Source: an optimization exercise on an open RTL-to-GDS flow (aim: small area, a short achievable clock period and few clock cycles per item). Production flows keep margins and buffers that such runs may drop. In this exercise RTL edits were held to simulation tests only and were not proved equivalent to the original. Power is estimated from default activity; no workload was simulated.

beta:
==> flow/design.v (excerpt) <==
module hls_dot_kernel (
  input  logic        clk,
  input  logic        reset,
  input  logic        start,
  input  logic [3:0]  len,
  input  logic        wr_en,
  input  logic        wr_sel,
  input  logic [2:0]  wr_addr,
  input  logic [31:0] wr_data,
  output logic        busy,
  output logic        finished,
  output logic [31:0] return_val
);
Size in the first run: ~4300 cells after synthesis, about 820 flip-flops, ~78 I/O pins, ~48000 sq um of cells after synthesis.
==> module hls_dot_kernel, before the edit <==
module hls_dot_kernel (
  input  logic        clk,
  input  logic        reset,
  input  logic        start,
  input  logic [3:0]  len,
  input  logic        wr_en,
  input  logic        wr_sel,
  input  logic [2:0]  wr_addr,
  input  logic [31:0] wr_data,
  output logic        busy,
  output logic        finished,
  output logic [31:0] return_val
);
  logic [31:0] r_mem_x [8];
  logic [31:0] r_mem_y [8];
  logic        r_busy, r_fin;
  logic [31:0] r_ret;
  logic [7:0]  r_fl;
  logic        r_dirty;
  logic        r_pd_vld, r_pd_sel;
  logic [2:0]  r_pd_addr;
  logic [31:0] r_pd_data;
  logic        r_fb_run, r_fb_mark;
  logic [2:0]  r_fb_cnt, r_fb_last;
  logic [31:0] r_a, r_b, r_acc;
  logic        r_clr1, r_clr2;     
  logic        r_lat, r_zero;      
  logic        w_idle, w_acc_st, w_acc_wr, w_fast, w_zero;
  logic [3:0]  w_len_c;
  logic [7:0]  w_mask;
  logic        w_pd_issue, w_we, w_wsel, w_mark;
  logic [2:0]  w_waddr;
  logic [31:0] w_wdata, w_p;
  assign w_idle   = !r_busy;
  assign w_acc_st = start && !reset && w_idle;
  assign w_acc_wr = wr_en && !reset && w_idle;
  assign w_len_c  = (len > 4'd8) ? 4'd8 : len;
  assign w_mask   = 8'((9'd1 << w_len_c) - 9'd1);
  assign w_zero   = (w_len_c == 4'd0);
  assign w_fast   = w_zero || (!r_dirty && (r_fl == w_mask));
  assign w_pd_issue = r_pd_vld && (reset || !r_fb_run);
  assign w_we    = w_pd_issue || (w_acc_wr && !w_acc_st);
  assign w_wsel  = w_pd_issue ? r_pd_sel  : wr_sel;
  assign w_waddr = w_pd_issue ? r_pd_addr : wr_addr;
  assign w_wdata = w_pd_issue ? r_pd_data : wr_data;
  assign w_mark = (w_acc_st && w_fast) || r_fb_mark;
  always_ff @(posedge clk) begin
    if (w_we) begin
      if (w_wsel) r_mem_y[w_waddr] <= w_wdata;
      else        r_mem_x[w_waddr] <= w_wdata;
    end
  end
  always_ff @(posedge clk) begin
    if (r_fb_run) begin
      r_a <= r_mem_x[r_fb_cnt];
      r_b <= r_mem_y[r_fb_cnt];
    end else begin
      r_a <= r_mem_x[w_waddr];
      r_b <= (w_we && w_wsel) ? w_wdata : 32'd0;
    end
    r_clr1 <= w_mark || (r_fb_run && r_fb_cnt == 3'd0);
    r_clr2 <= r_clr1;
  end
  hls_pipe_mul u_mul (
    .clk  (clk),
    .i_a  (r_a),
    .i_b  (r_b),
    .i_acc(r_clr2 ? 32'd0 : r_acc),
    .o_p  (w_p)
  );
  always_ff @(posedge clk) r_acc <= w_p;
  always_ff @(posedge clk) begin
    if (reset) begin
      r_busy    <= 1'b0;
      r_fin     <= 1'b0;
      r_lat     <= 1'b0;
      r_fb_run  <= 1'b0;
      r_fb_mark <= 1'b0;
      r_dirty   <= 1'b1;
      r_fl      <= 8'd0;
    end else begin
      r_lat     <= w_mark;
      r_zero    <= w_acc_st && w_zero;
      r_fb_mark <= r_fb_run && (r_fb_cnt == r_fb_last);
      if (w_acc_st) begin
        r_busy <= 1'b1;
        r_fin  <= 1'b0;
      end else if (r_lat) begin
        r_busy <= 1'b0;
        r_fin  <= 1'b1;
      end
      if (w_acc_st && !w_fast) begin
        r_fb_run  <= 1'b1;
        r_fb_last <= 3'(w_len_c - 4'd1);
        r_fb_cnt  <= 3'd0;
      end else if (r_fb_run) begin
        if (r_fb_cnt == r_fb_last) r_fb_run <= 1'b0;
        r_fb_cnt <= r_fb_cnt + 3'd1;
      end
      if (w_mark) begin
        r_dirty <= 1'b0;
        r_fl    <= (w_we && w_wsel) ? 8'(1 << w_waddr) : 8'd0;
      end else if (w_we) begin
        if (r_fl[w_waddr]) r_dirty <= 1'b1;
        if (w_wsel) r_fl[w_waddr] <= 1'b1;
      end
    end
  end
  always_ff @(posedge clk) begin
    if (r_lat) r_ret <= r_zero ? 32'd0 : w_p;
  end
  always_ff @(posedge clk) begin
    if (w_acc_st && w_acc_wr) begin
      r_pd_vld  <= 1'b1;
      r_pd_sel  <= wr_sel;
      r_pd_addr <= wr_addr;
      r_pd_data <= wr_data;
    end else if (w_pd_issue) begin
      r_pd_vld  <= 1'b0;
    end
  end
  assign busy       = r_busy;
  assign finished   = r_fin;
  assign return_val = r_ret;
endmodule
clock: 8.0 ns
lec_check: 0
cap_margin: 20
core_margin: 2
core_utilization: 40
slew_margin: 20
run.sh (not shown) runs the stock make flow with config.mk's settings and CLKGATE_MAP_FILE= SYNTH_SCRIPT=/design/flow/synth_recipe.tcl, a recipe that flattens the netlist after the stock synthesis.
Testbench counts of beta, summed over its fixed seeds: cycles 4,726, items 384.
Inputs modified between beta and delta:
--- a/flow/design.v
+++ b/flow/design.v
@@ -1007,5 +1007,4 @@
   logic        r_pd_vld, r_pd_sel;
   logic [2:0]  r_pd_addr;
-  logic [31:0] r_pd_data;
   logic        r_fb_run, r_fb_mark;
   logic [2:0]  r_fb_cnt, r_fb_last;
@@ -1017,5 +1016,5 @@
   logic [7:0]  w_mask;
   logic        w_pd_issue, w_we, w_wsel, w_mark;
-  logic [2:0]  w_waddr;
+  logic [2:0]  w_waddr, w_raddr;
   logic [31:0] w_wdata, w_p;
   assign w_idle   = !r_busy;
@@ -1030,5 +1029,5 @@
   assign w_wsel  = w_pd_issue ? r_pd_sel  : wr_sel;
   assign w_waddr = w_pd_issue ? r_pd_addr : wr_addr;
-  assign w_wdata = w_pd_issue ? r_pd_data : wr_data;
+  assign w_wdata = w_pd_issue ? r_ret : wr_data;
   assign w_mark = (w_acc_st && w_fast) || r_fb_mark;
   always_ff @(posedge clk) begin
@@ -1038,12 +1037,9 @@
     end
   end
+  assign w_raddr = r_fb_run ? r_fb_cnt : w_waddr;
   always_ff @(posedge clk) begin
-    if (r_fb_run) begin
-      r_a <= r_mem_x[r_fb_cnt];
-      r_b <= r_mem_y[r_fb_cnt];
-    end else begin
-      r_a <= r_mem_x[w_waddr];
-      r_b <= (w_we && w_wsel) ? w_wdata : 32'd0;
-    end
+    r_a <= r_mem_x[w_raddr];
+    if (r_fb_run) r_b <= r_mem_y[r_fb_cnt];
+    else          r_b <= (w_we && w_wsel) ? w_wdata : 32'd0;
     r_clr1 <= w_mark || (r_fb_run && r_fb_cnt == 3'd0);
     r_clr2 <= r_clr1;
@@ -1095,5 +1091,6 @@
   end
   always_ff @(posedge clk) begin
-    if (r_lat) r_ret <= r_zero ? 32'd0 : w_p;
+    if (r_lat)                       r_ret <= r_zero ? 32'd0 : w_p;
+    else if (w_acc_st && w_acc_wr)   r_ret <= wr_data;
   end
   always_ff @(posedge clk) begin
@@ -1102,5 +1099,4 @@
       r_pd_sel  <= wr_sel;
       r_pd_addr <= wr_addr;
-      r_pd_data <= wr_data;
     end else if (w_pd_issue) begin
       r_pd_vld  <= 1'b0;
==> comparison <==
The final clock skew was comparable across beta and delta. On share of final layout cell area taken by clock buffers and inverters: delta sits below beta. Going from beta to delta, number of antenna violations at the first check in global routing +5, die height -8.2 microns, portion of the clock cycle consumed by the worst path in the final layout +5.4 points, net switching share of the total power +6.5 points, combinational power +about 10%. Met1 usage in global routing: delta vs beta up 1.8 points. Clock power delta for delta relative to beta: about 7.5% lower.
Testbench counts of delta, summed over its fixed seeds: cycles 4,726, items 384.

the previous run:
hls_dot_kernel, a different RTL version from the one above (not shown whole).
Size: roughly 3,100 cells after synthesis, about 740 flip-flops, about 78 I/O pins, ~40,000 sq um of cells after synthesis.
==> module hls_dot_kernel, before the edit <==
module hls_dot_kernel (
  input  logic        clk,
  input  logic        reset,
  input  logic        start,
  input  logic [3:0]  len,
  input  logic        wr_en,
  input  logic        wr_sel,
  input  logic [2:0]  wr_addr,
  input  logic [31:0] wr_data,
  output logic        busy,
  output logic        finished,
  output logic [31:0] return_val
);
  logic [31:0] r_mem_x [8];
  logic [31:0] r_mem_y [8];
  logic        r_busy, r_fin;
  logic [31:0] r_ret;
  logic [7:0]  r_fl;
  logic        r_dirty;
  logic        r_fb_run, r_fb_mark;
  logic [2:0]  r_fb_cnt, r_fb_last;
  logic        r_sh_vld;
  logic [2:0]  r_sh_addr;
  logic [31:0] r_a, r_acc;
  logic [15:0] r_neg, r_one, r_two;    
  logic        r_clr1;                 
  logic        r_lat;                  
  logic        w_idle, w_acc_st, w_acc_wr, w_fast, w_fb_st, w_mark, w_mul_y;
  logic [3:0]  w_len_c;
  logic [7:0]  w_mask;
  logic [2:0]  w_raddr;
  logic [31:0] w_b, w_p;
  logic [32:0] w_bx;
  assign w_idle   = !r_busy;
  assign w_acc_st = start && !reset && w_idle;
  assign w_acc_wr = wr_en && !reset && w_idle;
  assign w_len_c  = (len > 4'd8) ? 4'd8 : len;
  assign w_mask   = 8'((9'd1 << w_len_c) - 9'd1);
  assign w_fast   = (w_len_c != 4'd0) && !r_dirty && (r_fl == w_mask) && !wr_en;
  assign w_fb_st  = w_acc_st && !w_fast;
  assign w_mark = (w_acc_st && w_fast) || r_fb_mark;
  always_ff @(posedge clk) begin
    if (w_acc_wr) begin
      if (wr_sel) r_mem_y[wr_addr] <= wr_data;
      else        r_mem_x[wr_addr] <= wr_data;
    end
  end
  assign w_raddr = r_fb_run ? r_fb_cnt : wr_addr;
  assign w_mul_y = r_fb_run ? !(r_sh_vld && r_sh_addr == r_fb_cnt)
                            : (w_acc_st && w_acc_wr && {1'b0, wr_addr} < w_len_c);
  assign w_b  = w_mul_y ? r_mem_y[w_raddr] : ((w_acc_wr && wr_sel && !w_acc_st) ? wr_data : 32'd0);
  assign w_bx = {w_b, 1'b0};
  always_ff @(posedge clk) begin
    r_a <= r_mem_x[w_raddr];
    for (int r = 0; r < 16; r++) begin
      r_neg[r] <= w_bx[2*r+2];
      r_one[r] <= w_bx[2*r+1] ^ w_bx[2*r];
      r_two[r] <= (w_bx[2*r+2] && !w_bx[2*r+1] && !w_bx[2*r]) ||
                  (!w_bx[2*r+2] && w_bx[2*r+1] && w_bx[2*r]);
    end
    r_clr1 <= w_acc_st || r_fb_mark;
  end
  hls_pipe_mul u_mul (
    .clk  (clk),
    .i_a  (r_a),
    .i_neg(r_neg),
    .i_one(r_one),
    .i_two(r_two),
    .i_acc(r_acc),
    .o_p  (w_p)
  );
  always_ff @(posedge clk) r_acc <= r_clr1 ? 32'd0 : w_p;
  always_ff @(posedge clk) begin
    if (r_lat) r_ret <= w_p;
  end
  always_ff @(posedge clk) begin
    if (reset) begin
      r_busy    <= 1'b0;
      r_fin     <= 1'b0;
      r_lat     <= 1'b0;
      r_fb_run  <= 1'b0;
      r_fb_mark <= 1'b0;
      r_dirty   <= 1'b1;
      r_fl      <= 8'd0;
    end else begin
      r_lat     <= w_mark;
      if (w_acc_st) begin
        r_busy <= 1'b1;
        r_fin  <= 1'b0;
      end else if (r_lat) begin
        r_busy <= 1'b0;
        r_fin  <= 1'b1;
      end
      if (w_acc_st) begin
        r_fb_run  <= !w_fast && (w_len_c != 4'd0);
        r_fb_mark <= !w_fast && (w_len_c == 4'd0);
        r_fb_last <= 3'(w_len_c - 4'd1);
        r_fb_cnt  <= 3'd0;
        r_sh_vld  <= w_acc_wr;
        r_sh_addr <= wr_addr;
      end else begin
        r_fb_mark <= r_fb_run && (r_fb_cnt == r_fb_last);
        if (r_fb_run) begin
          if (r_fb_cnt == r_fb_last) r_fb_run <= 1'b0;
          r_fb_cnt <= r_fb_cnt + 3'd1;
        end
      end
      if (w_acc_st) begin
        r_dirty <= 1'b0;
        r_fl    <= 8'd0;
      end else if (w_acc_wr) begin
        if (r_fl[wr_addr]) r_dirty <= 1'b1;
        if (wr_sel) r_fl[wr_addr] <= 1'b1;
      end
    end
  end
  assign busy       = r_busy;
  assign finished   = r_fin;
  assign return_val = r_ret;
endmodule
==> flow/config.mk <==
export PLATFORM = sky130hd
export DESIGN_NAME = hls_dot_kernel
export DESIGN_NICKNAME = hls_dot_kernel
export VERILOG_FILES = /design/flow/design.v
export SDC_FILE = /design/flow/constraint.sdc
export NUM_CORES = 4
export LEC_CHECK = 0
export CAP_MARGIN = 20
export CORE_MARGIN = 2
export CORE_UTILIZATION = 40
export CTS_CLUSTER_DIAMETER = 80
export CTS_CLUSTER_SIZE = 24
export SETUP_SLACK_MARGIN = 4.6
export SLEW_MARGIN = 20
==> flow/constraint.sdc <==
create_clock -name core_clock -period 8.0 [get_ports {clk}]
set_input_delay 1.6000 -clock core_clock [delete_from_list [all_inputs] [get_ports {clk}]]
set_output_delay 1.6000 -clock core_clock [all_outputs]
set_load 0.01 [all_outputs]
standard.sh (not shown) runs the stock make flow with config.mk's settings and CLKGATE_MAP_FILE= SYNTH_SCRIPT=/design/flow/synth_recipe.tcl, a recipe that flattens the netlist after the stock synthesis.
==> flow/flow/run.sh <==
#!/bin/bash
# The standard layout (standard.sh) with two changes: buffer_ports buffers
# the ports with buf_4 cells instead of the delay buffer it picks by itself,
# and synthesis leaves full and half adders to abc (no ADDER_MAP_FILE) instead
# of mapping them to the slow fa/ha cells. Registers are untouched. make's
# whole output goes to flow_make.log; ORFS keeps each step's log in orfs/logs/.
set -euo pipefail
bash standard.sh "BUFFER_PORTS_ARGS=-buffer_cell sky130_fd_sc_hd__buf_4" "ADDER_MAP_FILE=" finish > flow_make.log 2>&1
Testbench counts of the previous run, summed over its fixed seeds: cycles 4,726, items 384.
Modified inputs, the current run compared to the previous run
diff --git a/flow/design.v b/flow/design.v
--- a/flow/design.v
+++ b/flow/design.v
@@ -1235,25 +1235,24 @@
   logic        r_sh_vld;
   logic [2:0]  r_sh_addr;
   logic [31:0] r_a, r_acc;
   logic [15:0] r_neg, r_one, r_two;    
   logic        r_clr1;                 
   logic        r_lat;                  
-  logic        w_idle, w_acc_st, w_acc_wr, w_fast, w_fb_st, w_mark, w_mul_y;
+  logic        w_idle, w_acc_st, w_acc_wr, w_fast, w_mark, w_mul_y;
   logic [3:0]  w_len_c;
   logic [7:0]  w_mask;
   logic [2:0]  w_raddr;
   logic [31:0] w_b, w_p;
   logic [32:0] w_bx;
   assign w_idle   = !r_busy;
   assign w_acc_st = start && !reset && w_idle;
   assign w_acc_wr = wr_en && !reset && w_idle;
   assign w_len_c  = (len > 4'd8) ? 4'd8 : len;
   assign w_mask   = 8'((9'd1 << w_len_c) - 9'd1);
   assign w_fast   = (w_len_c != 4'd0) && !r_dirty && (r_fl == w_mask) && !wr_en;
-  assign w_fb_st  = w_acc_st && !w_fast;
   assign w_mark = (w_acc_st && w_fast) || r_fb_mark;
   always_ff @(posedge clk) begin
     if (w_acc_wr) begin
       if (wr_sel) r_mem_y[wr_addr] <= wr_data;
       else        r_mem_x[wr_addr] <= wr_data;
     end
Results
The previous run completed every stage of the flow, and the final layout passed the timing, DRC and antenna checks. The current run finished every step from synthesis to the final layout, and the layout passed the timing, DRC and antenna checks. Comparing the current run against the previous run, there is no change at all in number of cells on the worst reg-to-reg path. Re number of multi-input logic gates: no difference whatsoever between the current run and the previous run. The area occupied by registers of the current run and that of the previous run are within noise of each other. From the current run to the previous run, actual transition at the worst max-transition pin did not move at all. Delta (the current run minus the previous run): global-route usage about even; boundary pin count neither gained nor lost much. The previous run and the current run ended up with roughly the same fraction of power consumed by the clock network. Post-route fraction of the period consumed by the critical path came out exactly the same in the current run and the previous run. Reported for the current run and the previous run, core area turned out identical to the last digit. Final max-slew violation count: the current run vs the previous run, no meaningful difference. Comparing the previous run against the current run, there is no change at all in ratio of cells with drive above 1 in the final layout.
Testbench counts of the current run, summed over its fixed seeds: cycles 4,726, items 384.

static timing again, ports no longer ideal:
In the flow no input, the clock included, has a driving cell. The finished layouts below were timed again as built, in two steps.
Step 1 (the two cells are an assumption about what drives the block):
set clk [get_ports {clk}]
set_driving_cell -lib_cell sky130_fd_sc_hd__clkbuf_16 $clk
set_driving_cell -lib_cell sky130_fd_sc_hd__buf_2 [delete_from_list [all_inputs] $clk]
Step 2, shift: input delay + t, output delay - t, t = (earliest + latest rising clock arrival at the registers) / 2. This alone moves slack from input paths to output paths.
a / b / c = ideal ports / drivers / drivers and shift; a / b = the first two.
| run | t (ns) | setup slack, ns | latest minus earliest clock arrival (ns) |
|---|---|---|---|
| beta | 0.736 | 2.778 / 2.821 / 2.085 | 0.036 / 0.037 |
| delta | 0.724 | 2.345 / 2.386 / 1.661 | 0.047 / 0.047 |
| the previous run | 0.682 | 4.630 / 4.630 / 4.042 | 0.038 / 0.038 |
| the current run | 0.682 | 4.630 / 4.630 / 4.042 | 0.038 / 0.038 |
After both steps setup and hold are still met in every run listed. The setup slack of beta, which loses most, moves by +0.043 ns with the drivers and by -0.693 ns with both steps.
